From an optimization exercise on the open Yosys and OpenROAD flow, aimed at small area and a short achievable clock period; shortcuts taken in it are not production practice.
Where RTL was checked, it was by simulation tests only, not by an equivalence proof against the original.
Only the layout flow was run in runs 5 and 6; the RTL was not checked for function there.
Power and IR drop assume default switching activity.

## design.v

```verilog
`timescale 1ns/1ps
package fano_pkg;
    localparam int WIN_LEN  = 64;   
    localparam int CODE_MEM = 24;   
    localparam int RX_LEN   = 41;   
    localparam logic [CODE_MEM-1:0] PARITY_TAPS = 24'h9A5C37;
    localparam logic [5:0]          PTR_MAX     = 6'd40;
    localparam int S_INIT     = 0;
    localparam int S_IDLE     = 1;
    localparam int S_METRIC   = 2;
    localparam int S_FORWARD  = 3;
    localparam int S_BACKWARD = 4;
endpackage
`timescale 1ns/1ps
`timescale 1ns/1ps
`timescale 1ns/1ps
`timescale 1ns/1ps
`timescale 1ns/1ps
module fano_decoder (
    input  logic       clk,
    input  logic       nlocal_rst,
    input  logic       i_vld,
    input  logic [1:0] i_branch,
    output logic       o_vld,
    output logic       o_dec_sym
);
    localparam int W = fano_pkg::WIN_LEN;
    localparam int R = fano_pkg::RX_LEN;
    localparam int M = fano_pkg::CODE_MEM;
    logic [R-1:0]   rx_d_q;      
    logic [R-1:0]   rx_p_q;      
    logic [R-1:0]   worse_q;
    logic [W-1:0]   dec_q;
    logic [M:0]     hist_q;      
    logic [5:0]     pointer_q;   
    logic [R-1:0]   worse_n;
    logic [W-1:0]   dec_n;
    logic [M:0]     hist_n;
    logic [5:0]     pointer_n;
    function automatic logic pick_dec(logic [W-1:0] vec, logic [6:0] idx);
        pick_dec = (idx < 7'(W)) ? vec[idx[5:0]] : 1'b0;
    endfunction
    logic [4:0]   state_q;       
    logic [4:0]   state_n;
    logic signed [13:0] tq_q;        
    logic signed [15:0] t_q;
    logic signed [15:0] mc_q;
    logic signed [15:0] mp_q;
    logic signed [15:0] ms;          
    logic signed [15:0] mp_back;     
    logic signed [15:0] mp_upd;
    logic         ms_vld_q;
    logic         mp_vld_q;
    logic         calc_back_q;
    logic         norm_en_q;
    logic [7:0]   fwd_cnt_q;
    logic         t_up;
    logic         t_down;
    logic         metric_norm;
    logic         calc_fwd;
    logic         mv_fwd;
    logic         mv_back;
    logic         mv_invert;
    logic         mv_clear;
    logic         ms_ge_t_q;     
    logic         mp_ge_t_q;     
    logic         mc_lt_tp_q;    
    logic signed [16:0] d_q;     
    logic signed [15:0] sum;     
    logic         ms_ge_t;
    logic         mpb_ge_t;
    logic         t_norm_q;      
    logic         worse_f_q;     
    logic         fenc_vld_q;
    logic         benc_vld_q;
    logic         fbm_vld_q;
    logic         bbm_vld_q;
    logic         tap_q;         
    logic         v_rx_d_q;      
    logic         v_rx_p_q;
    logic         v_worse_q;
    logic         bm_pos_q;      
    logic         bm_n18_q;      
    logic         sym_q;         
    logic [R:0]   dp;            
    logic [R-1:0] rsel;          
    logic         r_rx_d, r_rx_p, r_worse;
    logic         v_eq;
    logic signed [15:0] bm;
    always_comb begin
        for (int i = 0; i <= R; i++) dp[i] = (pointer_q == 6'(i));
        for (int i = 0; i < R; i++) rsel[i] = calc_back_q ? dp[i] : dp[i+1];
    end
    always_comb begin
        r_rx_d = 1'b0; r_rx_p = 1'b0; r_worse = 1'b0;
        for (int i = 0; i < R; i++) begin
            r_rx_d  = r_rx_d  | (rsel[i] & rx_d_q[i]);
            r_rx_p  = r_rx_p  | (rsel[i] & rx_p_q[i]);
            r_worse = r_worse | (rsel[i] & worse_q[i]);
        end
    end
    always_ff @(posedge clk) begin
        if (!nlocal_rst) begin
            fenc_vld_q <= 1'b0;
            benc_vld_q <= 1'b0;
            fbm_vld_q  <= 1'b0;
            bbm_vld_q  <= 1'b0;
        end else begin
            fenc_vld_q <= calc_fwd;
            benc_vld_q <= calc_back_q;
            fbm_vld_q  <= fenc_vld_q;
            bbm_vld_q  <= benc_vld_q;
        end
    end
    always_ff @(posedge clk) begin
        tap_q <= calc_back_q ? ^(hist_q[M:1] & fano_pkg::PARITY_TAPS)
                             : ^(hist_q[M-1:0] & fano_pkg::PARITY_TAPS);
        if (i_vld && sat) begin
            v_rx_d_q  <= calc_back_q ? rx_d_q[39] : rx_d_q[38];
            v_rx_p_q  <= calc_back_q ? rx_p_q[39] : rx_p_q[38];
            v_worse_q <= calc_back_q ? worse_q[39] : worse_q[38];
        end else begin
            v_rx_d_q  <= r_rx_d;
            v_rx_p_q  <= r_rx_p;
            v_worse_q <= calc_back_q ? r_worse : mv_invert;
        end
        if (fenc_vld_q || benc_vld_q) begin
            bm_pos_q <= v_eq & ~v_worse_q;
            bm_n18_q <= v_eq & v_worse_q;
            sym_q    <= (v_rx_d_q & (v_rx_p_q ^ tap_q)) ^ v_worse_q;
        end
    end
    assign v_eq = (v_rx_d_q == (v_rx_p_q ^ tap_q));
    assign bm   = bm_pos_q ? 16'sd2 : (bm_n18_q ? -16'sd18 : -16'sd8);
    assign t_q = {tq_q, 2'b00};
    function automatic logic [10:0] inc11(logic [10:0] a);
        for (int i = 0; i < 11; i++) inc11[i] = a[i] ^ &(a | (11'h7FF << i));
    endfunction
    function automatic logic [10:0] dec11(logic [10:0] a);
        for (int i = 0; i < 11; i++) dec11[i] = a[i] ^ ~|(a & ~(11'h7FF << i));
    endfunction
    function automatic logic [15:0] add_k(logic [15:0] a, logic [10:0] a_p, logic [10:0] a_m,
                                          logic [4:0] k5, logic kneg);
        logic [5:0] lo;
        lo = {1'b0, a[4:0]} + {1'b0, k5};
        add_k[4:0]  = lo[4:0];
        add_k[15:5] = (kneg == lo[5]) ? a[15:5] : (lo[5] ? a_p : a_m);
    endfunction
    logic [10:0] mc_hp, mc_hm, mp_hp, mp_hm;
    logic [15:0] ms_pos, ms_n18, ms_n8, mb_pos, mb_n18, mb_n8;
    assign mc_hp  = inc11(mc_q[15:5]);
    assign mc_hm  = dec11(mc_q[15:5]);
    assign mp_hp  = inc11(mp_q[15:5]);
    assign mp_hm  = dec11(mp_q[15:5]);
    assign ms_pos = add_k(mc_q, mc_hp, mc_hm, 5'b00010, 1'b0);    
    assign ms_n18 = add_k(mc_q, mc_hp, mc_hm, 5'b01110, 1'b1);    
    assign ms_n8  = add_k(mc_q, mc_hp, mc_hm, 5'b11000, 1'b1);    
    assign mb_pos = add_k(mp_q, mp_hp, mp_hm, 5'b11110, 1'b1);    
    assign mb_n18 = add_k(mp_q, mp_hp, mp_hm, 5'b10010, 1'b0);    
    assign mb_n8  = add_k(mp_q, mp_hp, mp_hm, 5'b01000, 1'b0);    
    assign ms  = bm_pos_q ? ms_pos : (bm_n18_q ? ms_n18 : ms_n8);
    assign sum = ms;
    always_comb begin
        if (fwd_cnt_q == 8'd0) mp_back = 16'sh8000;
        else if (fwd_cnt_q == 8'd1) mp_back = '0;
        else mp_back = bm_pos_q ? mb_pos : (bm_n18_q ? mb_n18 : mb_n8);
    end
    assign mp_upd = bbm_vld_q ? mp_back : mp_q;
    always_comb begin
        if (bm_pos_q) begin
            if (mc_q >= 16'sd32766) ms_ge_t = (d_q >= 17'sd65534);
            else ms_ge_t = (d_q >= -17'sd2);
        end else if (bm_n18_q) begin
            if (mc_q <= -16'sd32751) ms_ge_t = (d_q >= -17'sd65518);
            else ms_ge_t = (d_q >= 17'sd18);
        end else begin
            if (mc_q <= -16'sd32761) ms_ge_t = (d_q >= -17'sd65528);
            else ms_ge_t = (d_q >= 17'sd8);
        end
    end
    always_comb begin
        if (fwd_cnt_q == 8'd0) mpb_ge_t = (tq_q == -14'sd8192);
        else if (fwd_cnt_q == 8'd1) mpb_ge_t = (tq_q <= 14'sd0);
        else if (bm_pos_q) begin
            if (mp_q <= -16'sd32767) mpb_ge_t = (d_q >= -17'sd65534);
            else mpb_ge_t = (d_q >= 17'sd2);
        end else if (bm_n18_q) begin
            if (mp_q >= 16'sd32750) mpb_ge_t = (d_q >= 17'sd65518);
            else mpb_ge_t = (d_q >= -17'sd18);
        end else begin
            if (mp_q >= 16'sd32760) mpb_ge_t = (d_q >= 17'sd65528);
            else mpb_ge_t = (d_q >= -17'sd8);
        end
    end
    always_comb begin
        state_n     = state_q;
        calc_fwd    = 1'b0;
        mv_fwd      = 1'b0;
        mv_back     = 1'b0;
        mv_invert   = 1'b0;
        mv_clear    = 1'b0;
        t_up        = 1'b0;
        t_down      = 1'b0;
        metric_norm = 1'b0;
        if (state_q[fano_pkg::S_INIT]) begin
            if (i_vld) state_n = 5'b00010;
        end
        if (state_q[fano_pkg::S_IDLE]) begin
            if (norm_en_q && t_norm_q) metric_norm = 1'b1;
            if (!dp[0]) begin
                calc_fwd = 1'b1;
                mv_clear = 1'b1;
                state_n  = 5'b00100;
            end
        end
        if (state_q[fano_pkg::S_METRIC]) begin
            if (ms_vld_q) begin
                if (ms_ge_t_q) begin
                    mv_fwd  = 1'b1;
                    state_n = 5'b01000;
                end else if (!d_q[16]) begin
                    mv_back = 1'b1;
                    state_n = 5'b10000;
                end else begin
                    t_down  = 1'b1;
                    state_n = 5'b00010;
                end
            end
        end
        if (state_q[fano_pkg::S_FORWARD]) begin
            if (mc_lt_tp_q) t_up = 1'b1;
            state_n = 5'b00010;
        end
        if (state_q[fano_pkg::S_BACKWARD]) begin
            if (mp_vld_q) begin
                if (worse_f_q) begin
                    if (mp_ge_t_q) begin
                        mv_back = 1'b1;
                    end else begin
                        t_down  = 1'b1;
                        state_n = 5'b00010;
                    end
                end else begin
                    mv_invert = 1'b1;
                    calc_fwd  = 1'b1;
                    state_n   = 5'b00100;
                end
            end
        end
    end
    always_ff @(posedge clk) begin
        if (!nlocal_rst) begin
            state_q     <= 5'b00001;
            tq_q        <= '0;
            mc_q        <= '0;
            mp_q        <= 16'sh8000;
            ms_vld_q    <= 1'b0;
            mp_vld_q    <= 1'b0;
            calc_back_q <= 1'b0;
            norm_en_q   <= 1'b0;
            fwd_cnt_q   <= '0;
            t_norm_q    <= 1'b0;
        end else begin
            state_q     <= state_n;
            ms_vld_q    <= fbm_vld_q;
            mp_vld_q    <= bbm_vld_q;
            calc_back_q <= mv_back;
            if (t_down) begin
                tq_q     <= tq_q - 14'sd1;
                t_norm_q <= (tq_q == 14'sd65);
            end else if (t_up) begin
                tq_q     <= tq_q + 14'sd1;
                t_norm_q <= (tq_q == 14'sd63);
            end else if (metric_norm) begin
                tq_q     <= 14'sd32;
                t_norm_q <= 1'b0;
            end
            if (bbm_vld_q) mp_q <= mp_back;
            else if (mv_fwd) mp_q <= mc_q;
            else if (metric_norm) mp_q <= mp_q >>> 1;
            if (mv_fwd) mc_q <= ms;
            else if (mv_back) mc_q <= mp_q;
            else if (metric_norm) mc_q <= mc_q >>> 1;
            if (mv_fwd && (fwd_cnt_q != 8'hFF)) fwd_cnt_q <= fwd_cnt_q + 1'b1;
            else if (mv_back && (fwd_cnt_q != 8'h00)) fwd_cnt_q <= fwd_cnt_q - 1'b1;
            if (metric_norm) norm_en_q <= 1'b0;
            else if (state_q[fano_pkg::S_METRIC]) norm_en_q <= 1'b1;
        end
    end
    always_ff @(posedge clk) begin
        d_q        <= (fenc_vld_q ? {mc_q[15], mc_q} : {mp_q[15], mp_q}) - {tq_q[13], tq_q, 2'b00};
        ms_ge_t_q  <= ms_ge_t;
        mp_ge_t_q  <= mpb_ge_t;
        if (fbm_vld_q) mc_lt_tp_q <= (d_q <= 17'sd3) && (tq_q != 14'sh1FFF);
        worse_f_q  <= (i_vld && sat) ? worse_q[38] : r_worse;
    end
    logic       sat;         
    logic       p39;
    logic       p38;
    assign sat = dp[40];
    assign p39 = dp[39];
    assign p38 = dp[38];
    logic [5:0]   ptr_nv;        
    logic [5:0]   ptr_v;         
    logic [W-1:0] dec_nv, dec_v;
    logic [R-1:0] worse_nv, worse_v;
    logic [M:0]   hist_nv, hist_v;
    logic         refill;        
    always_comb begin
        if (mv_fwd) ptr_nv = pointer_q - 6'd1;
        else if (mv_back && !sat) ptr_nv = pointer_q + 6'd1;
        else ptr_nv = pointer_q;
        if (sat) ptr_v = mv_fwd ? 6'd39 : 6'd40;
        else if (mv_fwd) ptr_v = pointer_q;
        else if (mv_back) ptr_v = p39 ? 6'd40 : pointer_q + 6'd2;
        else ptr_v = pointer_q + 6'd1;
    end
    assign pointer_n = i_vld ? ptr_v : ptr_nv;
    always_comb begin
        dec_nv   = dec_q;
        worse_nv = worse_q;
        dec_v    = {dec_q[W-2:0], 1'b0};
        worse_v  = {worse_q[R-2:0], 1'b0};
        for (int i = 0; i < R; i++) begin
            if (mv_fwd && dp[i+1]) dec_nv[i] = sym_q;
            if (mv_fwd && dp[i]) dec_v[i] = sym_q;
            if (mv_fwd && (i + 2 <= R) && dp[(i+2 <= R) ? i+2 : R]) worse_nv[i] = 1'b0;
            if (mv_fwd && dp[i+1]) worse_v[i] = 1'b0;
            if (mv_invert && dp[i+1]) worse_nv[i] = 1'b1;
            if (mv_invert && dp[i]) worse_v[i] = 1'b1;
            if (mv_clear && dp[i+1]) worse_nv[i] = 1'b0;
            if (mv_clear && dp[i]) worse_v[i] = 1'b0;
        end
    end
    assign dec_n   = i_vld ? dec_v : dec_nv;
    assign worse_n = i_vld ? worse_v : worse_nv;
    always_comb begin
        refill = 1'b0;
        for (int i = 0; i + 25 < W; i++) refill = refill | (dp[i] & dec_q[i+25]);
    end
    always_comb begin
        hist_nv = hist_q;
        if (mv_fwd) hist_nv = {hist_q[M-1:0], sym_q};
        else if (mv_back && !sat) hist_nv = {refill, hist_q[M:1]};
        if ((sat & ~mv_fwd) | (p39 & mv_back)) hist_nv[M] = 1'b0;
        hist_v = hist_q;
        if (mv_fwd) hist_v = sat ? {hist_q[M-2:0], sym_q, dec_q[38]} : {hist_q[M-1:0], sym_q};
        else if (sat) hist_v = {hist_q[M-1:0], dec_q[39]};
        else if (mv_back && !p39) hist_v = {refill, hist_q[M:1]};
        if (((sat | p39) & ~mv_fwd) | (p38 & mv_back)) hist_v[M] = 1'b0;
    end
    assign hist_n = i_vld ? hist_v : hist_nv;
    always_ff @(posedge clk) begin
        if (!nlocal_rst) begin
            pointer_q <= '0;
            dec_q     <= '0;
            worse_q   <= '0;
            hist_q    <= '0;
            o_vld     <= 1'b0;
        end else begin
            pointer_q <= pointer_n;
            dec_q     <= dec_n;
            worse_q   <= worse_n;
            hist_q    <= hist_n;
            o_vld     <= i_vld;
        end
    end
    always_ff @(posedge clk) begin
        if (i_vld) begin
            rx_d_q    <= {rx_d_q[R-2:0], i_branch[1]};
            rx_p_q    <= {rx_p_q[R-2:0], i_branch[0]};
            o_dec_sym <= dec_q[W-1];
        end
    end
endmodule
```

## run.sh

```bash
#!/bin/bash
# synth_recipe.tcl (not shown) runs the flow's synth.tcl, then flattens the netlist and writes it again
# the make line also repeats each setting of config.mk as NAME=value (left out here)
make -C /OpenROAD-flow-scripts/flow DESIGN_CONFIG=/design/flow/config.mk WORK_HOME=/design/flow/orfs CLKGATE_MAP_FILE= SYNTH_SCRIPT=/design/flow/synth_recipe.tcl finish
```

## config.mk

```make
export PLATFORM = sky130hd
export DESIGN_NAME = fano_decoder
export DESIGN_NICKNAME = fano_decoder
export VERILOG_FILES = /design/flow/design.v
export SDC_FILE = /design/flow/constraint.sdc
export NUM_CORES = 4
export LEC_CHECK = 0
export CAP_MARGIN = 20
export CORE_MARGIN = 2
export CORE_UTILIZATION = 40
export CTS_BUF_LIST = sky130_fd_sc_hd__clkbuf_16
export CTS_CLUSTER_DIAMETER = 100
export CTS_CLUSTER_SIZE = 20
export SETUP_SLACK_MARGIN = 4.0
export SLEW_MARGIN = 20
```

## constraint.sdc

```tcl
create_clock -name core_clock -period 7.0 [get_ports {clk}]
set_input_delay 1.4000 -clock core_clock [delete_from_list [all_inputs] [get_ports {clk}]]
set_output_delay 1.4000 -clock core_clock [all_outputs]
set_load 0.01 [all_outputs]
```

==> results of run 1 <==
-- kinds of logic after synthesis --
family	Yosys count	synth area share
AND/OR/NAND/NOR	765	0.197
AO/OA/AOI/OAI	636	0.232
flip-flops	315	0.381
buffers and inverters	232	0.0522
multiplexers	149	0.0824
adder cells (fa/ha/maj)	51	0.0337
XOR/XNOR	47	0.0219
-- routing by layer --
layer  GRT usage  vias to the layer above
met5           0                        -
met4      0.0799                        0
met3      0.0438                      158
met2       0.359                      844
met1       0.358                     8402
li1            -                     7901
-- flip-flops by register name, summed over array words and instances (netlist names), 14 cells and up --
signal and count:
d_q 16, hist_q 25, dec_q 64, worse_q 41, mc_q 16, mp_q 16
tq_q 14, rx_p_q 41, rx_d_q 41
-- metrics by stage --
step / cell area [um^2] / utilization / total power, mW / hold WS (ps) / setup slack, ps
3_3_place_gp: 19100 / 0.410 / 2.30 / 440 / 2960
3_5_place_dp: 19100 / 0.410 / 2.31 / 437 / 2790
2_1_floorplan: 18800 / - / 2.21 / 419 / 4180
6_report: 20000 / 0.431 / 3.55 / 466 / 4080
5_1_grt: 20000 / 0.431 / 3.66 / 480 / 3990
4_1_cts: 19900 / 0.428 / 3.56 / 459 / 4020
-- critical path: stages, from the launching register on --
cell      delay, ps
dfxtp_4         560
nor2b_1         670
nand2b_2        410
nor2_4          400
xnor2_4         330
nor2_1          100
o21ai_0         210
o211a_1         170
-- area by class of cell --
cell class,count,area [um^2],share of cell area
clock buffers,21,526,0.0262
well taps,607,759,0.0379
clock inverters,11,93.8,0.00468
repair buffers,40,358,0.0179
multi-input cells,1649,10900,0.545
flip-flops and latches,315,7200,0.359
inverters,46,185,0.00924
-- path summary, 6_finish.rpt --
| kind | from | to | slack (ps) | cells after the start |
|---|---|---|---|---|
| max | pointer_q[5] | hist_q[10] | 4080 | 7 |
| min | benc_vld_q | bbm_vld_q | 470 | 1 |
| max reg2reg | pointer_q[5] | hist_q[10] | 4080 | 7 |
| min reg2reg | benc_vld_q | bbm_vld_q | 470 | 1 |
-- what timing repair did --
action / 4_1_cts / 5_1_grt
hold endpoints to repair: 0 / 0
cloned: 0 / 1
endpoints found under the setup margin: 111 / 34
resized for setup: 54 / 30
setup buffers: 1 / 5
pin swaps: 1 / 3
-- placed cells by master (no fill, tap or decap), types with 8 or more instances in the layout --
| cell | count |
|---|---|
| clkbuf_16 | 21 |
| buf_4 | 27 |
| o32ai_1 | 10 |
| xnor2_1 | 32 |
| a22o_1 | 12 |
| a22oi_1 | 82 |
| nor2_1 | 228 |
| a211oi_1 | 26 |
| a221oi_1 | 20 |
| nand3_1 | 67 |
| xor2_1 | 14 |
| a32oi_1 | 14 |
| inv_1 | 48 |
| o211a_1 | 34 |
| nand2_1 | 204 |
| or3_1 | 11 |
| a31oi_1 | 31 |
| o211ai_1 | 8 |
| and3_1 | 29 |
| nor3_1 | 48 |
| o21ai_0 | 107 |
| dfxtp_1 | 221 |
| o22ai_1 | 37 |
| mux2i_1 | 102 |
| a21o_1 | 8 |
| nor2_4 | 13 |
| o31ai_1 | 8 |
| ha_1 | 44 |
| o21a_1 | 10 |
| nor2_2 | 9 |
| mux2_2 | 47 |
| nor4_1 | 15 |
| nand4_1 | 30 |
| and2_1 | 27 |
| edfxtp_1 | 87 |
| a21oi_1 | 149 |
| or2_2 | 11 |
-- report_power, final --
group | total (mW) | switching [mW] | internal [mW]
Sequential | 1.98 | 0.0560 | 1.93
Combinational | 0.314 | 0.207 | 0.107
Clock | 1.25 | 0.665 | 0.587
==> flow_summary.rst, run 1 <==
.. list-table::
   :header-rows: 1

   * - Metric
     - Value
   * - Initial Utilization
     - 0.405
   * - Worst EP required
     - 7480 ps
   * - CTS Hold Buffers Added
     - 0
   * - Clk sink count
     - 315
   * - TritonCTS clock tree
     - built
   * - Number of endpoints with negative hold slack in the final report
     - 0
   * - Hold WC Path Type
     - flop to flop
   * - WL met2
     - 26600 um
   * - IO Count
     - 7
   * - Synthesized flop and latch total
     - 315
   * - Power per cell area
     - 177 nW/um^2
   * - Crit path launch type
     - flop
   * - Arrival time of data at the critical path endpoint
     - 3400 ps
   * - Synth Warn #
     - 1
   * - Clk buf depth
     - 3
   * - RePlAce Congestion
     - 0.981
   * - Syn-to-layout area delta
     - 6.46%
   * - Total CTS buffers
     - 20
   * - Setup repair after global routing missed its margin
     - false
   * - Antenna violations before repair
     - 0
   * - Mean Syn Cell Area
     - 8.57 um^2
   * - Clock tree root driver cell
     - clkbuf_16
   * - Clock latency on the worst-skew pair
     - 570 ps
   * - Cells after DPL
     - 2650
   * - WL met1
     - 27900 um
   * - Final critical delay including setup and external delays
     - 2920 ps
   * - Slew at the pin with the worst max-slew slack
     - 978 ps
   * - Clock tree skew after final layout
     - 35.9 ps
   * - Number of enable-type register cells in the synthesized netlist
     - 87
   * - Status
     - complete, no violations
   * - Chip height
     - 221 um
   * - Max-cap violation count
     - 0
   * - Post-synth top flop
     - dfxtp_1
   * - Total met3 wirelength after detailed routing
     - 6040 um
   * - Largest net degree at the start of global routing
     - 86
   * - Slew Limit Fails
     - 0
   * - Dominant cell type by area after synthesis
     - dfxtp_1
   * - Cell with the most instances after synthesis
     - nor2_1
   * - Sum Neg Setup Slack
     - 0 ps
   * - Number of library cell types mapped by synthesis
     - 103
   * - Routed Antenna Nets
     - 0
   * - Final clock period utilization by the worst path
     - 0.417
   * - Post-route DRC violation count
     - 0
   * - Global-route usage over all layers
     - 0.244
   * - Peak clock frequency supported by timing
     - 343 MHz
   * - Top cell types by occurrence after synthesis
     - 240 x nor2_1, 228 x dfxtp_1, 206 x nand2_1
   * - Via count of the first global-routing pass
     - 15758
   * - Violation count after the first detailed-route iteration
     - 2054
   * - Detailed Route WL
     - 62500 um
   * - Clk slew on worst S/H paths
     - 90 ps
   * - Sequential fraction of the synthesis area
     - 0.381
   * - Count of standard-cell rows
     - 79
   * - Number of H-tree levels
     - 1
   * - Capturing element type of the critical path
     - flop
   * - Top metal layer carrying routed signals
     - met4
   * - Average wire length per cell after detail routing
     - 23.3 um
   * - Count of mapped cells out of synthesis
     - 2195
   * - Final number of setup-violating endpoints
     - 0
   * - Net Count, Synth
     - 2246
   * - Gr ovfl total
     - 0
   * - Final non-filler cell total
     - 2689
   * - Number of I/O port buffers
     - 6
   * - Yosys top cell area share
     - 0.243
   * - Share of cells above drive strength 1
     - 0.0975
   * - Count of vias placed by the detailed router
     - 17305
   * - Critical-path maximum fanout
     - 24
   * - Die boundary width
     - 221 um
   * - First-pass GRT wire length
     - 95600 um
   * - # fillers
     - 4541
   * - Share of flip-flops with an asynchronous set or reset after synthesis
     - 0
   * - Top area cells in the synthesized netlist
     - dfxtp_1 24%, edfxtp_1 14%, mux2i_1 5.4%, nor2_1 4.8%, nand2_1 4.1%
   * - IR Drop Worst-Case VDD
     - 0.000219 V
   * - Area of the mapped netlist
     - 18800 um^2
   * - Final HPWL from detailed placement
     - 42000 um
   * - CP Class
     - flop to flop
   * - Nets
     - 2123
   * - Core footprint
     - 46500 um^2
   * - Slew Limit Headroom
     - 0.342
   * - Leakage power
     - 7.59 nW
   * - Antenna cell count
     - 0
   * - Number of iterations in the first detailed-routing pass
     - 8
   * - Drt via density
     - 6.44
   * - Area of the die
     - 48800 um^2
==> run 2, diff against run 1 <==
--- a/config.mk
+++ b/config.mk
@@ -11,5 +11,5 @@
 export CTS_BUF_LIST = sky130_fd_sc_hd__clkbuf_16
 export CTS_CLUSTER_DIAMETER = 100
 export CTS_CLUSTER_SIZE = 20
-export SETUP_SLACK_MARGIN = 4.0
+export SETUP_SLACK_MARGIN = 4.3
 export SLEW_MARGIN = 20
==> run 2 against run 1 <==
Compared with the run above:
- still clean
- combinational power grew 13%
- sequential power is essentially flat
- worst setup slack better by 110 ps
- clock-buffer cell count shrank 2
- area after synthesis did not move
- register-to-register slack gained 110 ps
- clock power decreased by 5%
- die area is the same
- final area increased by 3.3%
- synthesized cell count stayed put
- sequential share of layout area is 1.1 points lower
==> flow_summary.rst, run 2 <==
.. list-table::
   :header-rows: 1

   * - Metric
     - Value
   * - Crit path launch type
     - flop
   * - Cells along the critical path
     - buf_4 > ha_4 > nand3b_1 > nor2_2 > a221oi_1 > a32oi_1 > a2111o_1 > nor4b_4 > buf_4 > o31ai_2
   * - Global-route usage over all layers
     - 0.250
   * - Peak clock frequency supported by timing
     - 356 MHz
   * - Count of vias placed by the detailed router
     - 17725
   * - Slew Limit Fails
     - 0
   * - Hold WC Path Type
     - flop to flop
   * - Number of enable-type register cells in the synthesized netlist
     - 87
   * - IO Count
     - 7
   * - Count of mapped cells out of synthesis
     - 2195
   * - Violation count after the first detailed-route iteration
     - 2448
   * - Post-synth top flop
     - dfxtp_1
   * - Clk sink count
     - 315
   * - Maximum cell stage delay along the critical path
     - 650 ps
   * - Synth Warn #
     - 1
   * - Number of I/O port buffers
     - 6
   * - Power per cell area
     - 170 nW/um^2
   * - # fillers
     - 4517
   * - Flop-to-flop setup slack
     - 4190 ps
   * - Flip-flop and latch area
     - 7210 um^2
   * - Synthesized flop and latch total
     - 315
   * - R2r endpoint
     - v_worse_q
   * - Post-route DRC violation count
     - 0
   * - Gr ovfl total
     - 0
   * - Top cell types by occurrence after synthesis
     - 240 x nor2_1, 228 x dfxtp_1, 206 x nand2_1
   * - CTS Hold Buffers Added
     - 0
   * - Switching power total
     - 0.935 mW
   * - Worst EP required
     - 7460 ps
   * - Most frequent cell on the critical path
     - buf_4
   * - Internal power of the cells
     - 2.59 mW
   * - Portion of total power attributed to the clock network
     - 0.337
   * - Number of iterations in the first detailed-routing pass
     - 7
   * - Count of standard-cell rows
     - 79
   * - Number of H-tree levels
     - 1
   * - Chip height
     - 221 um
   * - Final HPWL from detailed placement
     - 41500 um
   * - Largest net degree at the start of global routing
     - 96
   * - Dominant cell type by area after synthesis
     - dfxtp_1
   * - Critical-path maximum fanout
     - 10
   * - Slew Limit Headroom
     - 0.377
   * - Worst slack, placed
     - 2590 ps
   * - Top area cells in the synthesized netlist
     - dfxtp_1 24%, edfxtp_1 14%, mux2i_1 5.4%, nor2_1 4.8%, nand2_1 4.1%
   * - Clock tree skew after final layout
     - 30.9 ps
   * - Clk slew on worst S/H paths
     - 100 ps
   * - Max-cap violation count
     - 0
   * - Max FFs per register
     - 64
   * - Clk buf depth
     - 3
   * - Average wire length per cell after detail routing
     - 23.5 um
   * - Portion of total power attributed to combinational logic
     - 0.100
   * - Leading cell type in the layout, fill and taps excluded
     - nor2_1
   * - Via count of the first global-routing pass
     - 15989
   * - Routed Antenna Nets
     - 0
   * - Area of the mapped netlist
     - 18800 um^2
   * - Die boundary width
     - 221 um
   * - Capturing element type of the critical path
     - flop
   * - Final clock period utilization by the worst path
     - 0.402
   * - Clock latency on the worst-skew pair
     - 560 ps
   * - Area of the die
     - 48800 um^2
   * - Antenna cell count
     - 0
   * - Largest Register
     - dec_q
   * - Leakage power
     - 7.92 nW
   * - Stages on worst setup path
     - 10
   * - Switching part of the total
     - 0.265
   * - Final critical delay including setup and external delays
     - 2810 ps
   * - Antenna violations before repair
     - 0
   * - Cell with the most instances after synthesis
     - nor2_1
   * - Detailed Route WL
     - 64600 um
   * - Termination of the worst setup path
     - v_worse_q
   * - Share of cells above drive strength 1
     - 0.137
   * - Share of flip-flops with an asynchronous set or reset after synthesis
     - 0
   * - Number of endpoints with negative hold slack in the final report
     - 0
   * - Initial Utilization
     - 0.405
   * - Cells after DPL
     - 2646
   * - TritonCTS clock tree
     - built
   * - Clock tree root driver cell
     - clkbuf_16
   * - Status
     - complete, no violations
   * - Net Count, Synth
     - 2246
   * - Number of library cell types mapped by synthesis
     - 103
   * - Critical-path top delay cell
     - nor2_2
   * - Total CTS buffers
     - 19
   * - Crit. Startpoint
     - pointer_q[0]
   * - Critical R2R Launch
     - pointer_q[0]
   * - Syn-to-layout area delta
     - 10.0%
   * - Drt via density
     - 6.46
   * - Multi-input gate area
     - 11100 um^2
   * - Final number of setup-violating endpoints
     - 0
   * - Mean Syn Cell Area
     - 8.57 um^2
   * - Number of cells on the worst reg-to-reg path
     - 10
   * - Most used cells in the layout excluding fill and tap cells
     - 226 x nor2_1, 217 x dfxtp_1, 202 x nand2_1
   * - First-pass GRT wire length
     - 97900 um
   * - Nets
     - 2177
   * - Final worst setup slack
     - 4190 ps
   * - RePlAce Congestion
     - 0.984
   * - IR Drop Worst-Case VDD
     - 0.000203 V
   * - Setup repair after global routing missed its margin
     - true
   * - Worst Path Buf+Inv
     - 2
   * - Cell family with most CP delay
     - simple AND/OR/NAND/NOR gates
   * - Final non-filler cell total
     - 2742
   * - Yosys top cell area share
     - 0.243
   * - Sequential share of power
     - 0.562
   * - Core footprint
     - 46500 um^2
   * - Sum Neg Setup Slack
     - 0 ps
   * - Arrival time of data at the critical path endpoint
     - 3270 ps
   * - CP Class
     - flop to flop
   * - Slew at the pin with the worst max-slew slack
     - 927 ps
   * - Sequential fraction of the synthesis area
     - 0.381
[run 2: power groups by stage]
stage	clock network [mW]	logic (mW)	registers, mW
6_report	1.19	0.354	1.98
5_1_grt	1.28	0.375	1.99
4_1_cts	1.21	0.329	1.98
3_5_place_dp	0	0.283	2.02
3_3_place_gp	0	0.279	2.02
2_1_floorplan	0	0.213	1.99
[run 2: layout make-up]
class | count | share of cell area
clock inverters | 11 | 0.00351
well taps | 607 | 0.0367
clock buffers | 19 | 0.0230
flip-flops and latches | 315 | 0.348
repair buffers | 94 | 0.0403
multi-input cells | 1650 | 0.538
inverters | 46 | 0.0105
[run 2: cells by family (layout without fill, tap and decap cells)]
group                    after synthesis  after routing  share of synthesized area
XOR/XNOR                              47             47                     0.0219
AO/OA/AOI/OAI                        636            637                      0.232
adder cells (fa/ha/maj)               51             51                     0.0337
multiplexers                         149            149                     0.0824
flip-flops                           315            315                      0.381
buffers and inverters                232            170                     0.0522
AND/OR/NAND/NOR                      765            766                      0.197
[run 2: layer usage]
| metal | global-route usage | wire, um | vias to the layer above |
|---|---|---|---|
| met5 | 0 | 0 | - |
| met3 | 0.0441 | 6630 | 172 |
| met4 | 0.0892 | 2160 | 0 |
| met1 | 0.368 | 28300 | 8542 |
| li1 | - | - | 7992 |
| met2 | 0.364 | 27500 | 1019 |
[run 2: repair_timing]
action                                  in CTS  in global routing
pin swaps                                    9                 19
setup buffers                               29                 34
gates resized for setup                    110                 44
endpoints found under the hold margin        0                  0
endpoints found under the setup margin     151                135
gates cloned                                 2                  1
[run 2: worst reg2reg max path, cell delays in order (launching register included)]
cell and delay, ps:
dfxtp_4 380, buf_4 170, ha_4 190, nand3b_1 240, nor2_2 650, a221oi_1 200
a32oi_1 250, a2111o_1 170, nor4b_4 60, buf_4 170, o31ai_2 230
[run 2: worst min-delay path by stage]
stage                 end  slack, ps  startpoint  cells after the start
2_1_floorplan  rx_d_q[38]        420  rx_d_q[37]                      0
3_3_place_gp    rx_p_q[8]        430   rx_p_q[7]                      0
3_5_place_dp    bbm_vld_q        440  benc_vld_q                      1
4_1_cts         rx_p_q[5]        460   rx_p_q[4]                      0
5_1_grt        rx_d_q[30]        470  rx_d_q[29]                      0
6_report       mc_lt_tp_q        460   fbm_vld_q                      0
[run 2: stage by stage]
step | hold slack, ps | area [um^2] | total power, mW | util
2_1_floorplan | 419 | 18800 | 2.21 | -
3_3_place_gp | 433 | 19000 | 2.30 | 0.410
3_5_place_dp | 442 | 19000 | 2.31 | 0.410
4_1_cts | 461 | 20300 | 3.52 | 0.436
5_1_grt | 474 | 20700 | 3.64 | 0.446
6_report | 463 | 20700 | 3.53 | 0.446
==> run 3, diff against run 2 <==
--- a/design.v
+++ b/design.v
@@ -83,12 +83,14 @@
     logic         bm_n18_q;      
     logic         sym_q;         
     logic [R:0]   dp;            
+    logic [7:0]   plo_q;         
+    logic [5:0]   phi_q;         
     logic [R-1:0] rsel;          
     logic         r_rx_d, r_rx_p, r_worse;
     logic         v_eq;
     logic signed [15:0] bm;
     always_comb begin
-        for (int i = 0; i <= R; i++) dp[i] = (pointer_q == 6'(i));
+        for (int i = 0; i <= R; i++) dp[i] = plo_q[i % 8] & phi_q[i / 8];
         for (int i = 0; i < R; i++) rsel[i] = calc_back_q ? dp[i] : dp[i+1];
     end
     always_comb begin
@@ -353,12 +355,16 @@
     always_ff @(posedge clk) begin
         if (!nlocal_rst) begin
             pointer_q <= '0;
+            plo_q     <= 8'd1;
+            phi_q     <= 6'd1;
             dec_q     <= '0;
             worse_q   <= '0;
             hist_q    <= '0;
             o_vld     <= 1'b0;
         end else begin
             pointer_q <= pointer_n;
+            plo_q     <= 8'd1 << pointer_n[2:0];
+            phi_q     <= 6'd1 << pointer_n[5:3];
             dec_q     <= dec_n;
             worse_q   <= worse_n;
             hist_q    <= hist_n;
--- a/config.mk
+++ b/config.mk
@@ -11,5 +11,5 @@
 export CTS_BUF_LIST = sky130_fd_sc_hd__clkbuf_16
 export CTS_CLUSTER_DIAMETER = 100
 export CTS_CLUSTER_SIZE = 20
-export SETUP_SLACK_MARGIN = 4.3
+export SETUP_SLACK_MARGIN = 4.5
 export SLEW_MARGIN = 20
==> run 3 against run 2 <==
Compared with the run above:
- critical endpoint is now worse_f_q
- area after synthesis down 1.9%
- worst hold slack got worse by 9.0 ps
- clock skew shrank 3.1 ps
- largest cell class unchanged
- largest power group unchanged
==> flow_summary.rst, run 3 <==
.. list-table::
   :header-rows: 1

   * - Metric
     - Value
   * - Count of vias placed by the detailed router
     - 16481
   * - IR Drop Worst-Case VDD
     - 0.000174 V
   * - Share of cell area taken by muxes after synthesis
     - 0.0795
   * - Antenna cell count
     - 0
   * - Post-route DRC violation count
     - 0
   * - Dominant cell type by area after synthesis
     - dfxtp_1
   * - Critical-path maximum fanout
     - 13
   * - Syn-to-layout area delta
     - 8.63%
   * - Share of cells above drive strength 1
     - 0.105
   * - First-pass GRT wire length
     - 88100 um
   * - Number of library cell types mapped by synthesis
     - 87
   * - Max FFs per register
     - 64
   * - Final HPWL from detailed placement
     - 34300 um
   * - Multi-input gate area
     - 10400 um^2
   * - Nets
     - 2072
   * - Arrival time of data at the critical path endpoint
     - 2950 ps
   * - Maximum cell stage delay along the critical path
     - 760 ps
   * - Combinational family with the most area after synthesis
     - compound AO/OA/AOI/OAI gates
   * - Count of mapped cells out of synthesis
     - 2123
   * - Number of enable-type register cells in the synthesized netlist
     - 87
   * - Clock tree skew after final layout
     - 27.7 ps
   * - Most used cells in the layout excluding fill and tap cells
     - 231 x nor2_1, 220 x dfxtp_1, 135 x nand2_1
   * - Clk buf depth
     - 3
   * - Routed Antenna Nets
     - 0
   * - Synthesized flop and latch total
     - 329
   * - Chip height
     - 219 um
   * - Clock latency on the worst-skew pair
     - 570 ps
   * - Number of I/O port buffers
     - 6
   * - Hold WC Path Type
     - flop to flop
   * - Post-synthesis share of cell area spent on full adders, half adders and majority gates
     - 0.0305
   * - Sequential fraction of the synthesis area
     - 0.404
   * - Synth Warn #
     - 1
   * - Power per cell area
     - 173 nW/um^2
   * - Top cell types by occurrence after synthesis
     - 242 x dfxtp_1, 232 x nor2_1, 150 x o21ai_0
   * - RePlAce Congestion
     - 0.844
   * - Count of standard-cell rows
     - 78
   * - Final number of setup-violating endpoints
     - 0
   * - Cell family with most CP delay
     - simple AND/OR/NAND/NOR gates
   * - Flip-flop and latch area
     - 7500 um^2
   * - Cell with the most instances after synthesis
     - dfxtp_1
   * - Status
     - complete, no violations
   * - # fillers
     - 4491
   * - TritonCTS clock tree
     - built
   * - Fraction of the mapped netlist area in compound gates
     - 0.222
   * - Largest Register
     - dec_q
   * - Slew Limit Fails
     - 0
   * - Leakage power
     - 7.47 nW
   * - Worst EP required
     - 7460 ps
   * - Simple logic cell fraction of the synthesized area
     - 0.190
   * - Crit path launch type
     - flop
   * - Cells along the critical path
     - nand2_2 > o21ai_1 > a22o_1 > nor3_1 > nand4_1 > nor2b_1
   * - Gr ovfl total
     - 0
   * - Final critical delay including setup and external delays
     - 2490 ps
   * - Capturing element type of the critical path
     - flop
   * - Core footprint
     - 45500 um^2
   * - Total CTS buffers
     - 20
   * - Global-route usage over all layers
     - 0.228
   * - Largest net degree at the start of global routing
     - 74
   * - Worst Path Buf+Inv
     - 0
   * - Setup repair after global routing missed its margin
     - true
   * - Initial Utilization
     - 0.406
   * - CTS Hold Buffers Added
     - 0
   * - Peak clock frequency supported by timing
     - 402 MHz
   * - Area of the mapped netlist
     - 18500 um^2
   * - Number of iterations in the first detailed-routing pass
     - 5
   * - Share of flip-flops with an asynchronous set or reset after synthesis
     - 0
   * - IO Count
     - 7
   * - CP Class
     - flop to flop
   * - Die boundary width
     - 219 um
   * - Average wire length per cell after detail routing
     - 21.3 um
   * - Top area cells in the synthesized netlist
     - dfxtp_1 26%, edfxtp_1 14%, mux2i_1 5.3%, nor2_1 4.7%, o21ai_0 4.1%
   * - Slew Limit Headroom
     - 0.324
   * - Drt via density
     - 6.25
   * - Clk sink count
     - 329
   * - Sum Neg Setup Slack
     - 0 ps
   * - Yosys top cell area share
     - 0.263
   * - Max-cap violation count
     - 0
   * - Critical-path top delay cell
     - dfxtp_1
   * - Final clock period utilization by the worst path
     - 0.356
   * - Via count of the first global-routing pass
     - 15415
   * - Xor/xnor share of the synthesized area
     - 0.0261
   * - Slew at the pin with the worst max-slew slack
     - 1010 ps
   * - Number of endpoints with negative hold slack in the final report
     - 0
   * - Post-synth top flop
     - dfxtp_1
   * - Antenna violations before repair
     - 0
   * - Mean Syn Cell Area
     - 8.69 um^2
   * - Detailed Route WL
     - 56100 um
   * - Net Count, Synth
     - 2170
   * - Area of the die
     - 47900 um^2
   * - Violation count after the first detailed-route iteration
     - 1644
   * - Clock tree root driver cell
     - clkbuf_16
   * - Hold Worst Slack
     - 454 ps
   * - Clk slew on worst S/H paths
     - 90 ps
   * - Leading cell type in the layout, fill and taps excluded
     - nor2_1
   * - Number of H-tree levels
     - 1
run 3: cells by family after synthesis:
family / count (synthesis)
adders and majority gates: 45
buffers and inverters: 227
muxes: 140
AOI/OAI and AO/OA: 602
and+or+nand+nor: 725
DFF: 329
xor gates and xnor gates: 55
run 3: path summary, 6_finish.rpt:
kind         slack, ps        end  startpoint  cells past startpoint
max               4510  worse_f_q    phi_q[5]                      6
min                450  rx_p_q[7]   rx_p_q[6]                      0
max reg2reg       4510  worse_f_q    phi_q[5]                      6
min reg2reg        450  rx_p_q[7]   rx_p_q[6]                      0
run 3: stage by stage:
step	area (um^2)	power, mW	cells	setup slack, ps	util
after detailed placement	18800	2.27	2574	3110	0.414
after global placement	18800	2.27	2574	3130	0.414
final	20000	3.46	2637	4510	0.441
after CTS	19700	3.49	2622	4500	0.433
after floorplan	18600	2.20	2123	4450	-
after global routing	20000	3.58	2637	4420	0.441
run 3: worst register-to-register path: stages, from the launching register on:
cell	delay (ps)
dfxtp_1	760
nand2_2	440
o21ai_1	510
a22o_1	240
nor3_1	50
nand4_1	150
nor2b_1	240
run 3: timing repair:
item                                    in CTS  in global routing
setup buffers                                7                 14
gates resized for setup                     70                 50
pin swaps                                    3                 10
cloned                                       7                  1
endpoints found under the setup margin     238                 46
run 3: power by group:
part / switching, mW / internal (mW) / total (mW)
Clock: 0.679 / 0.526 / 1.21
Sequential: 0.0431 / 2.00 / 2.04
Combinational: 0.147 / 0.0737 / 0.220
run 3: cell type report:
| type | instances | share of cell area |
|---|---|---|
| Multi-Input combinational cell | 1572 | 0.520 |
| Timing Repair Buffer | 59 | 0.0315 |
| Sequential cell | 329 | 0.374 |
| Tap cell | 600 | 0.0375 |
| Clock buffer | 20 | 0.0250 |
| Inverter | 43 | 0.00849 |
| Clock inverter | 14 | 0.00356 |
run 3: routing by layer:
| metal | track usage | share of wire | routed length [um] |
|---|---|---|---|
| met1 | 0.313 | 0.43 | 24000 |
| met2 | 0.371 | 0.46 | 25900 |
| met3 | 0.0320 | 0.078 | 4400 |
| met4 | 0.0700 | 0.032 | 1780 |
| met5 | 0 | 0 | 0 |
==> run 4, diff against run 3 <==
--- a/config.mk
+++ b/config.mk
@@ -11,5 +11,5 @@
 export CTS_BUF_LIST = sky130_fd_sc_hd__clkbuf_16
 export CTS_CLUSTER_DIAMETER = 100
 export CTS_CLUSTER_SIZE = 20
-export SETUP_SLACK_MARGIN = 4.5
+export SETUP_SLACK_MARGIN = 4.3
 export SLEW_MARGIN = 20
==> run 4 against run 3 <==
Compared with the run above:
- power shrank 0.88%
- sequential cell count unchanged
- critical path depth decreased by 5
- non-clock buffer count down 25
- core utilization down 1.2 points
- final area is 2.6% lower
- global-route usage decreased by 0.52 points
- cell count down 1.2%
- critical endpoint is now o_dec_sym
- still clean
- highest routed layer unchanged
- sequential power about the same
==> flow_summary.rst, run 4 <==
.. list-table::
   :header-rows: 1

   * - Metric
     - Value
   * - Status
     - complete, no violations
   * - Slew Limit Headroom
     - 0.304
   * - CTS Hold Buffers Added
     - 0
   * - Setup repair after global routing missed its margin
     - true
   * - Number of endpoints with negative hold slack in the final report
     - 0
   * - Post-synth top flop
     - dfxtp_1
   * - Largest net degree at the start of global routing
     - 89
   * - Critical-path maximum fanout
     - 1
   * - Initial Utilization
     - 0.406
   * - Leading cell type in the layout, fill and taps excluded
     - nor2_1
   * - Mean Syn Cell Area
     - 8.69 um^2
   * - Final critical delay including setup and external delays
     - 2640 ps
   * - Switching part of the total
     - 0.249
   * - Hold WC Path Type
     - flop to flop
   * - Sum Neg Setup Slack
     - 0 ps
   * - Count of vias placed by the detailed router
     - 16258
   * - Top area cells in the synthesized netlist
     - dfxtp_1 26%, edfxtp_1 14%, mux2i_1 5.3%, nor2_1 4.7%, o21ai_0 4.1%
   * - Chip height
     - 219 um
   * - Clock latency on the worst-skew pair
     - 560 ps
   * - Max-cap violation count
     - 0
   * - Net Count, Synth
     - 2170
   * - Violation count after the first detailed-route iteration
     - 1783
   * - Peak clock frequency supported by timing
     - 378 MHz
   * - Number of iterations in the first detailed-routing pass
     - 9
   * - Clk slew on worst S/H paths
     - 90 ps
   * - Sequential share of power
     - 0.596
   * - Count of standard-cell rows
     - 78
   * - Cell with the most instances after synthesis
     - dfxtp_1
   * - Portion of total power attributed to combinational logic
     - 0.056
   * - Antenna cell count
     - 0
   * - Switching power total
     - 0.854 mW
   * - Area of the die
     - 47900 um^2
   * - Synthesized flop and latch total
     - 329
   * - Dominant cell type by area after synthesis
     - dfxtp_1
   * - Leakage power
     - 7.22 nW
   * - Syn-to-layout area delta
     - 5.76%
   * - TritonCTS clock tree
     - built
   * - First-pass GRT wire length
     - 86500 um
   * - Number of library cell types mapped by synthesis
     - 87
   * - Gr ovfl total
     - 0
   * - Drt via density
     - 6.24
   * - Count of mapped cells out of synthesis
     - 2123
   * - Via count of the first global-routing pass
     - 15314
   * - Hold Worst Slack
     - 433 ps
   * - IR Drop Worst-Case VDD
     - 0.000166 V
   * - Antenna violations before repair
     - 0
   * - Final HPWL from detailed placement
     - 33800 um
   * - Yosys top cell area share
     - 0.263
   * - Synth Warn #
     - 1
   * - Clk buf depth
     - 3
   * - Clk sink count
     - 329
   * - Clock tree root driver cell
     - clkbuf_16
   * - Worst Path Buf+Inv
     - 1
   * - CP Class
     - flop to primary output
   * - Post-route DRC violation count
     - 0
   * - Total CTS buffers
     - 20
   * - Portion of total power attributed to the clock network
     - 0.348
   * - Routed Antenna Nets
     - 0
   * - GRT busiest layer
     - met2
   * - Met2 usage
     - 0.346
   * - Internal power of the cells
     - 2.58 mW
   * - Max FFs per register
     - 64
   * - GRT met3 Usage
     - 0.0247
   * - Share of cells above drive strength 1
     - 0.0753
   * - Share of flip-flops with an asynchronous set or reset after synthesis
     - 0
   * - Power Total
     - 3.43 mW
   * - Cell family with most CP delay
     - flip-flops
   * - Average wire length per cell after detail routing
     - 20.8 um
   * - Area of the mapped netlist
     - 18500 um^2
   * - Critical-path top delay cell
     - edfxtp_1
   * - Cells along the critical path
     - clkdlybuf4s15_1
   * - Maximum cell stage delay along the critical path
     - 450 ps
   * - Final clock period utilization by the worst path
     - 0.378
   * - Top cell types by occurrence after synthesis
     - 242 x dfxtp_1, 232 x nor2_1, 150 x o21ai_0
   * - Final number of setup-violating endpoints
     - 0
   * - Number of enable-type register cells in the synthesized netlist
     - 87
   * - RePlAce Congestion
     - 0.896
   * - IO Count
     - 7
   * - Number of I/O port buffers
     - 6
   * - Die boundary width
     - 219 um
   * - Nets
     - 2045
   * - Global-route usage over all layers
     - 0.223
   * - Slew Limit Fails
     - 0
   * - Capturing element type of the critical path
     - primary output
   * - Worst EP required
     - 5600 ps
   * - Most used cells in the layout excluding fill and tap cells
     - 231 x nor2_1, 230 x dfxtp_1, 149 x o21ai_0
   * - Number of H-tree levels
     - 1
   * - Met1 GRT Util
     - 0.326
   * - Sequential fraction of the synthesis area
     - 0.404
   * - Largest Register
     - dec_q
   * - Detailed Route WL
     - 54100 um
   * - Power per cell area
     - 176 nW/um^2
   * - Crit path launch type
     - flop
   * - Arrival time of data at the critical path endpoint
     - 1240 ps
   * - Core footprint
     - 45500 um^2
   * - Clock tree skew after final layout
     - 31.8 ps
   * - Slew at the pin with the worst max-slew slack
     - 1040 ps
[run 4: cell counts after synthesis]
Identical to the previous run, type by type.
[run 4: per-stage QoR]
stage          instance area [um^2]  worst slack, ps   util  instances
6_report                      19500             4360  0.429       2605
5_1_grt                       19500             4280  0.429       2605
4_1_cts                       19400             4130  0.426       2598
3_5_place_dp                  18700             2870  0.412       2567
3_3_place_gp                  18700             2990  0.412       2567
2_1_floorplan                 18500             4310      -       2123
[run 4: worst paths after layout]
kind,from,end,slack (ps),cells after the start
max,o_dec_sym,o_dec_sym,4360,1
min,rx_d_q[5],rx_d_q[6],430,0
max reg2reg,phi_q[5],v_worse_q,4390,6
min reg2reg,rx_d_q[5],rx_d_q[6],430,0
[run 4: area by class of cell]
cell class | count | area, um^2
clock buffer | 20 | 500
clock inverter | 9 | 55.1
fill | 4504 | 26000
inverter | 43 | 178
multi-input combinational | 1570 | 10200
sequential | 329 | 7480
tap | 600 | 751
timing repair buffer | 34 | 309
[run 4: logic make-up after synthesis]
logic type,Yosys count,synth area share
AND/OR/NAND/NOR,725,0.190
adder cells (fa/ha/maj),45,0.0305
multiplexers,140,0.0795
buffers and inverters,227,0.0481
flip-flops,329,0.404
AO/OA/AOI/OAI,602,0.222
XOR/XNOR,55,0.0261
[run 4: power groups by stage]
| stage | registers (mW) | clock network [mW] | logic (mW) |
|---|---|---|---|
| floorplan | 2.06 | 0 | 0.140 |
| global placement | 2.09 | 0 | 0.181 |
| detailed placement | 2.09 | 0 | 0.183 |
| CTS | 2.05 | 1.23 | 0.184 |
| global route | 2.05 | 1.29 | 0.209 |
| finish | 2.05 | 1.19 | 0.191 |
[run 4: timing repair]
action / CTS / global route
cloned: 2 / 1
buffers inserted: 0 / 6
gates resized for setup: 29 / 33
pin swaps: 2 / 1
setup endpoints to repair: 168 / 72
[run 4: layer usage]
metal	vias up	wire, um
met1	7947	25100
li1	7598	-
met5	-	0
met2	627	24100
met4	0	1100
met3	86	3700
==> run 5, diff against run 4 <==
--- a/design.v
+++ b/design.v
@@ -304,8 +304,6 @@
     assign p38 = dp[38];
     logic [5:0]   ptr_nv;        
     logic [5:0]   ptr_v;         
-    logic [W-1:0] dec_nv, dec_v;
-    logic [R-1:0] worse_nv, worse_v;
     logic [M:0]   hist_nv, hist_v;
     logic         refill;        
     always_comb begin
@@ -318,24 +316,21 @@
         else ptr_v = pointer_q + 6'd1;
     end
     assign pointer_n = i_vld ? ptr_v : ptr_nv;
+    logic [W-1:0] dec_w;
+    logic [R-1:0] worse_w;
     always_comb begin
-        dec_nv   = dec_q;
-        worse_nv = worse_q;
-        dec_v    = {dec_q[W-2:0], 1'b0};
-        worse_v  = {worse_q[R-2:0], 1'b0};
+        dec_w   = dec_q;
+        worse_w = worse_q;
         for (int i = 0; i < R; i++) begin
-            if (mv_fwd && dp[i+1]) dec_nv[i] = sym_q;
-            if (mv_fwd && dp[i]) dec_v[i] = sym_q;
-            if (mv_fwd && (i + 2 <= R) && dp[(i+2 <= R) ? i+2 : R]) worse_nv[i] = 1'b0;
-            if (mv_fwd && dp[i+1]) worse_v[i] = 1'b0;
-            if (mv_invert && dp[i+1]) worse_nv[i] = 1'b1;
-            if (mv_invert && dp[i]) worse_v[i] = 1'b1;
-            if (mv_clear && dp[i+1]) worse_nv[i] = 1'b0;
-            if (mv_clear && dp[i]) worse_v[i] = 1'b0;
+            if (mv_fwd && dp[i+1]) dec_w[i] = sym_q;
+            if ((mv_invert || mv_clear) && dp[i+1]) worse_w[i] = mv_invert;
+            if (i + 2 <= R) begin
+                if (mv_fwd && dp[(i + 2 <= R) ? i + 2 : R]) worse_w[i] = 1'b0;
+            end
         end
     end
-    assign dec_n   = i_vld ? dec_v : dec_nv;
-    assign worse_n = i_vld ? worse_v : worse_nv;
+    assign dec_n   = i_vld ? {dec_w[W-2:0], 1'b0} : dec_w;
+    assign worse_n = i_vld ? {worse_w[R-2:0], 1'b0} : worse_w;
     always_comb begin
         refill = 1'b0;
         for (int i = 0; i + 25 < W; i++) refill = refill | (dp[i] & dec_q[i+25]);
==> run 5 against run 4 <==
Compared with the run above:
- worst setup slack improved by 1.5 ps
- area after synthesis about the same
- synthesized cell count increased by 0.61%
- largest cell class unchanged
- critical path depth increased by 7
- non-clock buffer count increased by 4
- highest routed layer unchanged
- die area about the same
- power increased by 3.3%
- sequential power about the same
- final area increased by 0.47%
==> flow_summary.rst, run 5 <==
.. list-table::
   :header-rows: 1

   * - Metric
     - Value
   * - Status
     - complete, no violations
   * - Number of I/O port buffers
     - 6
   * - Final non-filler cell total
     - 2629
   * - Simple logic cell fraction of the synthesized area
     - 0.187
   * - Drt via density
     - 6.22
   * - Clk buf depth
     - 3
   * - Max-cap violation count
     - 0
   * - Number of enable-type register cells in the synthesized netlist
     - 87
   * - Share of cell area taken by muxes after synthesis
     - 0.0821
   * - Crit path launch type
     - flop
   * - Number of endpoints with negative hold slack in the final report
     - 0
   * - Capturing element type of the critical path
     - flop
   * - Final critical delay including setup and external delays
     - 2640 ps
   * - Synth Warn #
     - 1
   * - Clock tree root driver cell
     - clkbuf_16
   * - Initial Utilization
     - 0.406
   * - Power per cell area
     - 181 nW/um^2
   * - Via count of the first global-routing pass
     - 15578
   * - CTS Hold Buffers Added
     - 0
   * - IO Count
     - 7
   * - Dominant cell type by area after synthesis
     - dfxtp_1
   * - Setup repair after global routing missed its margin
     - true
   * - Total CTS buffers
     - 20
   * - Sequential fraction of the synthesis area
     - 0.404
   * - First-pass GRT wire length
     - 87200 um
   * - Worst Path Buf+Inv
     - 1
   * - Fraction of the mapped netlist area in compound gates
     - 0.223
   * - Clk sink count
     - 329
   * - IR Drop Worst-Case VDD
     - 0.000171 V
   * - Net Count, Synth
     - 2183
   * - Largest Register
     - dec_q
   * - Count of standard-cell rows
     - 78
   * - Area of the mapped netlist
     - 18500 um^2
   * - Arrival time of data at the critical path endpoint
     - 3060 ps
   * - Number of H-tree levels
     - 1
   * - Yosys top cell area share
     - 0.262
   * - Violation count after the first detailed-route iteration
     - 1896
   * - CP Class
     - flop to flop
   * - WL met1
     - 23900 um
   * - Count of vias placed by the detailed router
     - 16356
   * - Count of mapped cells out of synthesis
     - 2136
   * - Xor/xnor share of the synthesized area
     - 0.0237
   * - Clock latency on the worst-skew pair
     - 550 ps
   * - TritonCTS clock tree
     - built
   * - Antenna cell count
     - 0
   * - Chip height
     - 219 um
   * - WL met2
     - 26700 um
   * - Number of library cell types mapped by synthesis
     - 96
   * - Largest net degree at the start of global routing
     - 86
   * - Cells after DPL
     - 2591
   * - Post-route DRC violation count
     - 0
   * - Hold Worst Slack
     - 459 ps
   * - Slew Limit Fails
     - 0
   * - Leakage power
     - 7.10 nW
   * - Hold WC Path Type
     - flop to flop
   * - Top cell types by occurrence after synthesis
     - 242 x dfxtp_1, 231 x nor2_1, 149 x nand2_1
   * - Share of cells above drive strength 1
     - 0.0655
   * - Top area cells in the synthesized netlist
     - dfxtp_1 26%, edfxtp_1 14%, mux2i_1 6.7%, nor2_1 4.7%, a21oi_1 3.8%
   * - Peak clock frequency supported by timing
     - 378 MHz
   * - Gr ovfl total
     - 0
   * - Post-synth top flop
     - dfxtp_1
   * - Combinational family with the most area after synthesis
     - compound AO/OA/AOI/OAI gates
   * - Final number of setup-violating endpoints
     - 0
   * - Final clock period utilization by the worst path
     - 0.378
   * - Detailed Route WL
     - 56100 um
   * - Syn-to-layout area delta
     - 6.17%
   * - Sum Neg Setup Slack
     - 0 ps
   * - Clock tree skew after final layout
     - 22.9 ps
   * - Nets
     - 2067
   * - Die boundary width
     - 219 um
   * - Cell with the most instances after synthesis
     - dfxtp_1
   * - Slew at the pin with the worst max-slew slack
     - 828 ps
   * - Global-route usage over all layers
     - 0.227
   * - RePlAce Congestion
     - 0.898
   * - Cells along the critical path
     - buf_12 > mux2_2 > ha_1 > or3_4 > or3_1 > o211ai_1 > nand3_1 > o311ai_0
   * - Mean Syn Cell Area
     - 8.65 um^2
   * - Total met3 wirelength after detailed routing
     - 3830 um
   * - Antenna violations before repair
     - 0
   * - Critical-path maximum fanout
     - 10
   * - Maximum cell stage delay along the critical path
     - 400 ps
   * - Area of the die
     - 47900 um^2
   * - Worst EP required
     - 7420 ps
   * - Synthesized flop and latch total
     - 329
   * - Post-synthesis share of cell area spent on full adders, half adders and majority gates
     - 0.0299
   * - Clk slew on worst S/H paths
     - 90 ps
   * - Most used cells in the layout excluding fill and tap cells
     - 236 x dfxtp_1, 230 x nor2_1, 143 x nand2_1
   * - Leading cell type in the layout, fill and taps excluded
     - dfxtp_1
   * - Average wire length per cell after detail routing
     - 21.3 um
   * - Critical-path top delay cell
     - dfxtp_4
   * - Slew Limit Headroom
     - 0.442
   * - Core footprint
     - 45500 um^2
   * - Final HPWL from detailed placement
     - 35300 um
   * - Top metal layer carrying routed signals
     - met4
   * - Number of iterations in the first detailed-routing pass
     - 8
   * - Max FFs per register
     - 64
   * - Routed Antenna Nets
     - 0
   * - Cell family with most CP delay
     - simple AND/OR/NAND/NOR gates
   * - Share of flip-flops with an asynchronous set or reset after synthesis
     - 0
   * - Share of the core filled with cells
     - 0.431
## run 5: cell count changes after synthesis, sizes merged, moves of 9 or more
cell and delta:
buf +17, and2 +14, a22oi +15, mux2i +26
a21oi +46, nand2 +9, o21a -23, a211oi +39
a31oi -19, mux2 -19, o2bb2ai -11, clkbuf -23
o21ai -19
## run 5: worst paths after layout
kind	start	end	slack, ps	cells past startpoint
hold reg to reg	rx_d_q[1]	rx_d_q[2]	460	0
hold / removal	rx_d_q[1]	rx_d_q[2]	460	0
setup reg to reg	fenc_vld_q	d_q[13]	4360	8
setup / recovery	fenc_vld_q	d_q[13]	4360	8
## run 5: report_power, final
group	internal, mW	switching (mW)	total (mW)	leakage, nW
Clock	0.545	0.675	1.22	0.314
Sequential	2.01	0.0449	2.06	2.81
Combinational	0.0886	0.182	0.270	3.98
## run 5: stage by stage
stage	setup WS (ps)	power [mW]	cell area (um^2)
floorplan	4310	2.26	18500
global placement	3010	2.35	18800
detailed placement	2920	2.35	18800
CTS	4320	3.56	19500
global route	4300	3.66	19600
finish	4360	3.55	19600
## run 5: cell type report
| cell class | instances | area [um^2] |
|---|---|---|
| tap | 600 | 751 |
| fill | 4485 | 25900 |
| sequential | 329 | 7470 |
| multi-input combinational | 1579 | 10200 |
| timing repair buffer | 38 | 393 |
| inverter | 52 | 203 |
| clock buffer | 21 | 526 |
| clock inverter | 10 | 50.0 |
## run 5: kinds of logic after synthesis
group / Yosys count
flip-flops: 329
buffers and inverters: 230
multiplexers: 147
adder cells (fa/ha/maj): 44
AO/OA/AOI/OAI: 614
AND/OR/NAND/NOR: 722
XOR/XNOR: 50
## run 5: per-layer routing
metal / vias to the layer above / GRT usage
li1: 7637 / -
met1: 7971 / 0.297
met2: 659 / 0.386
met3: 89 / 0.0263
met4: 0 / 0.0795
met5: - / 0
## run 5: what timing repair did
action                     CTS  global route
cloned                       2             2
setup endpoints to repair  171            86
gates resized for setup     27            23
buffers inserted             0             3
pin swaps                    1             4
==> run 6, diff against run 5 <==
--- a/config.mk
+++ b/config.mk
@@ -11,5 +11,5 @@
 export CTS_BUF_LIST = sky130_fd_sc_hd__clkbuf_16
 export CTS_CLUSTER_DIAMETER = 100
 export CTS_CLUSTER_SIZE = 20
-export SETUP_SLACK_MARGIN = 4.3
+export SETUP_SLACK_MARGIN = 4.5
 export SLEW_MARGIN = 20
==> run 6 against run 5 <==
Compared with the run above:
- clock skew grew 11 ps
- synthesized cell count unchanged
- worst hold slack worse by 4.7 ps
- worst setup slack better by 160 ps
- clock power about the same
- critical path depth stayed put
- wire length fell by 0.98%
- register-to-register slack improved by 200 ps
- highest routed layer unchanged
==> flow_summary.rst, run 6 <==
.. list-table::
   :header-rows: 1

   * - Metric
     - Value
   * - Clk slew on worst S/H paths
     - 80 ps
   * - Clk buf depth
     - 3
   * - Nets
     - 2081
   * - IO Count
     - 7
   * - Worst EP required
     - 7440 ps
   * - Area of the die
     - 47900 um^2
   * - Top area cells in the synthesized netlist
     - dfxtp_1 26%, edfxtp_1 14%, mux2i_1 6.7%, nor2_1 4.7%, a21oi_1 3.8%
   * - Largest Register
     - dec_q
   * - Final HPWL from detailed placement
     - 34700 um
   * - Clock tree skew after final layout
     - 33.4 ps
   * - Syn-to-layout area delta
     - 8.82%
   * - TritonCTS clock tree
     - built
   * - Total non-filler cell area in the finished layout
     - 20100 um^2
   * - First-pass GRT wire length
     - 86900 um
   * - Via count of the first global-routing pass
     - 15778
   * - Peak clock frequency supported by timing
     - 402 MHz
   * - RePlAce Congestion
     - 0.883
   * - Portion of total power attributed to combinational logic
     - 0.079
   * - Final non-filler cell total
     - 2643
   * - Sequential share of power
     - 0.581
   * - Share of the core filled with cells
     - 0.442
   * - Max FFs per register
     - 64
   * - Final clock period utilization by the worst path
     - 0.355
   * - Critical-path maximum fanout
     - 20
   * - Leakage power
     - 7.24 nW
   * - Number of enable-type register cells in the synthesized netlist
     - 87
   * - Core footprint
     - 45500 um^2
   * - Count of standard-cell rows
     - 78
   * - Status
     - complete, no violations
   * - Critical-path top delay cell
     - a311oi_1
   * - Share of cells above drive strength 1
     - 0.0989
   * - Cells after DPL
     - 2592
   * - Chip height
     - 219 um
   * - Max-cap violation count
     - 0
   * - CTS Hold Buffers Added
     - 0
   * - Mean Syn Cell Area
     - 8.65 um^2
   * - Drt via density
     - 6.20
   * - Routed Antenna Nets
     - 0
   * - Clk sink count
     - 329
   * - # fillers
     - 4471
   * - Most used cells in the layout excluding fill and tap cells
     - 232 x dfxtp_1, 229 x nor2_1, 141 x nand2_1
   * - Clock latency on the worst-skew pair
     - 570 ps
   * - Combinational family with the most area after synthesis
     - compound AO/OA/AOI/OAI gates
   * - Maximum cell stage delay along the critical path
     - 240 ps
   * - Slew Limit Headroom
     - 0.373
   * - Violation count after the first detailed-route iteration
     - 1674
   * - Cell with the most instances after synthesis
     - dfxtp_1
   * - Share of cell area taken by muxes after synthesis
     - 0.0821
   * - Gr ovfl total
     - 0
   * - Number of library cell types mapped by synthesis
     - 96
   * - Arrival time of data at the critical path endpoint
     - 2930 ps
   * - Power per cell area
     - 176 nW/um^2
   * - CP Class
     - primary input to flop
   * - Fraction of the mapped netlist area in compound gates
     - 0.223
   * - Slew Limit Fails
     - 0
   * - Slew at the pin with the worst max-slew slack
     - 941 ps
   * - Final critical delay including setup and external delays
     - 2490 ps
   * - Simple logic cell fraction of the synthesized area
     - 0.187
   * - Number of H-tree levels
     - 1
   * - Average wire length per cell after detail routing
     - 21.0 um
   * - Hold WC Path Type
     - flop to flop
   * - Capturing element type of the critical path
     - flop
   * - Die boundary width
     - 219 um
   * - Post-synthesis share of cell area spent on full adders, half adders and majority gates
     - 0.0299
   * - Total CTS buffers
     - 20
   * - Area of the mapped netlist
     - 18500 um^2
   * - Number of I/O port buffers
     - 6
   * - Synth Warn #
     - 1
   * - Net Count, Synth
     - 2183
   * - Portion of total power attributed to the clock network
     - 0.340
   * - Synthesized flop and latch total
     - 329
## run 6: changes by cell type in the layout (fill, tap and decap cells not counted), moves of 4 or more
cell and delta:
o21ai_1 +16, dfxtp_2 +4, mux2_4 +4, ha_4 +4, nand2_4 +4, buf_4 +7, ha_1 -7, o22ai_2 +20
dfxtp_1 -4, o22ai_1 -20, o21ai_2 +5, o21ai_0 -21, mux2_2 -4
## run 6: critical path, delay by kind of cell
family / cells / cell delay [ps]
compound gates: 2 / 470
simple gates: 2 / 350
buf+inv: 4 / 670
## run 6: logic make-up (layout without fill, tap and decap cells)
logic type,after synthesis,after routing
muxes,147,147
DFF,329,329
and+or+nand+nor,722,724
xor gates and xnor gates,50,51
AOI/OAI and AO/OA,614,615
adders and majority gates,44,44
buffers and inverters,230,133
## run 6: worst paths after layout
path,from,endpoint,slack [ps],depth (start not counted)
setup / recovery,i_vld,phi_q[2],4510,8
setup reg to reg,fenc_vld_q,d_q[16],4560,9
hold / removal,rx_p_q[20],rx_p_q[21],450,0
hold reg to reg,rx_p_q[20],rx_p_q[21],450,0
## run 6: layout make-up
type	instances	area, um^2	share of cell area
Clock buffer	20	500	0.0249
Tap cell	600	751	0.0374
Inverter	52	211	0.0105
Sequential cell	329	7470	0.372
Timing Repair Buffer	49	508	0.0253
Clock inverter	11	61.3	0.00305
Timing Repair inverter	1	5.00	0.000249
Multi-Input combinational cell	1581	10600	0.527
## run 6: through the flow
stage	setup slack, ps	hold WS (ps)	total power [mW]
after floorplan	4410	426	2.26
after global placement	2670	432	2.35
after detailed placement	2580	435	2.35
after CTS	4500	455	3.54
after global routing	4470	461	3.65
final	4510	454	3.53
## run 6: what timing repair did
action                     in CTS  in global routing
cloned                          2                  6
setup endpoints to repair     219                 73
buffers inserted               11                  1
gates resized for setup        68                 39
pin swaps                      11                  4
## run 6: power by group through the flow
stage,Combinational (mW),Sequential [mW],Clock (mW)
CTS,0.267,2.05,1.23
detailed placement,0.257,2.10,0
global route,0.299,2.06,1.29
floorplan,0.186,2.07,0
finish,0.277,2.05,1.20
global placement,0.254,2.09,0
## run 6: metal layers
| layer | vias up | part of all wire | GRT usage |
|---|---|---|---|
| met3 | 118 | 0.060 | 0.0240 |
| met1 | 8016 | 0.43 | 0.294 |
| met5 | - | 0 | 0 |
| met4 | 0 | 0.036 | 0.0840 |
| li1 | 7664 | - | - |
| met2 | 599 | 0.48 | 0.380 |

[what the ideal ports hide]
No port has a modelled driver above. Below, the same layouts with a new extraction and two added sets of constraints. Step 1 assumes that a clkbuf_16 drives the clock port and a buf_2 every other input. Step 2 also shifts input and output timing later by t, the mid clock arrival at the registers, as if the neighbouring blocks saw the same clock. Slacks: ideal ports / drivers / drivers and shift; pairs: ideal ports / drivers.
run | shift t [ns] | slack for setup (ns)
run 1 | 0.607 | 4.082 / 4.082 / 3.536
run 2 | 0.609 | 4.187 / 4.187 / 3.693
run 3 | 0.611 | 4.511 / 4.464 / 3.904
run 4 | 0.601 | 4.356 / 4.299 / 3.901
run 5 | 0.593 | 4.357 / 4.320 / 3.726
run 6 | 0.607 | 4.513 / 4.374 / 3.766
After both steps setup and hold are still met in every run listed.
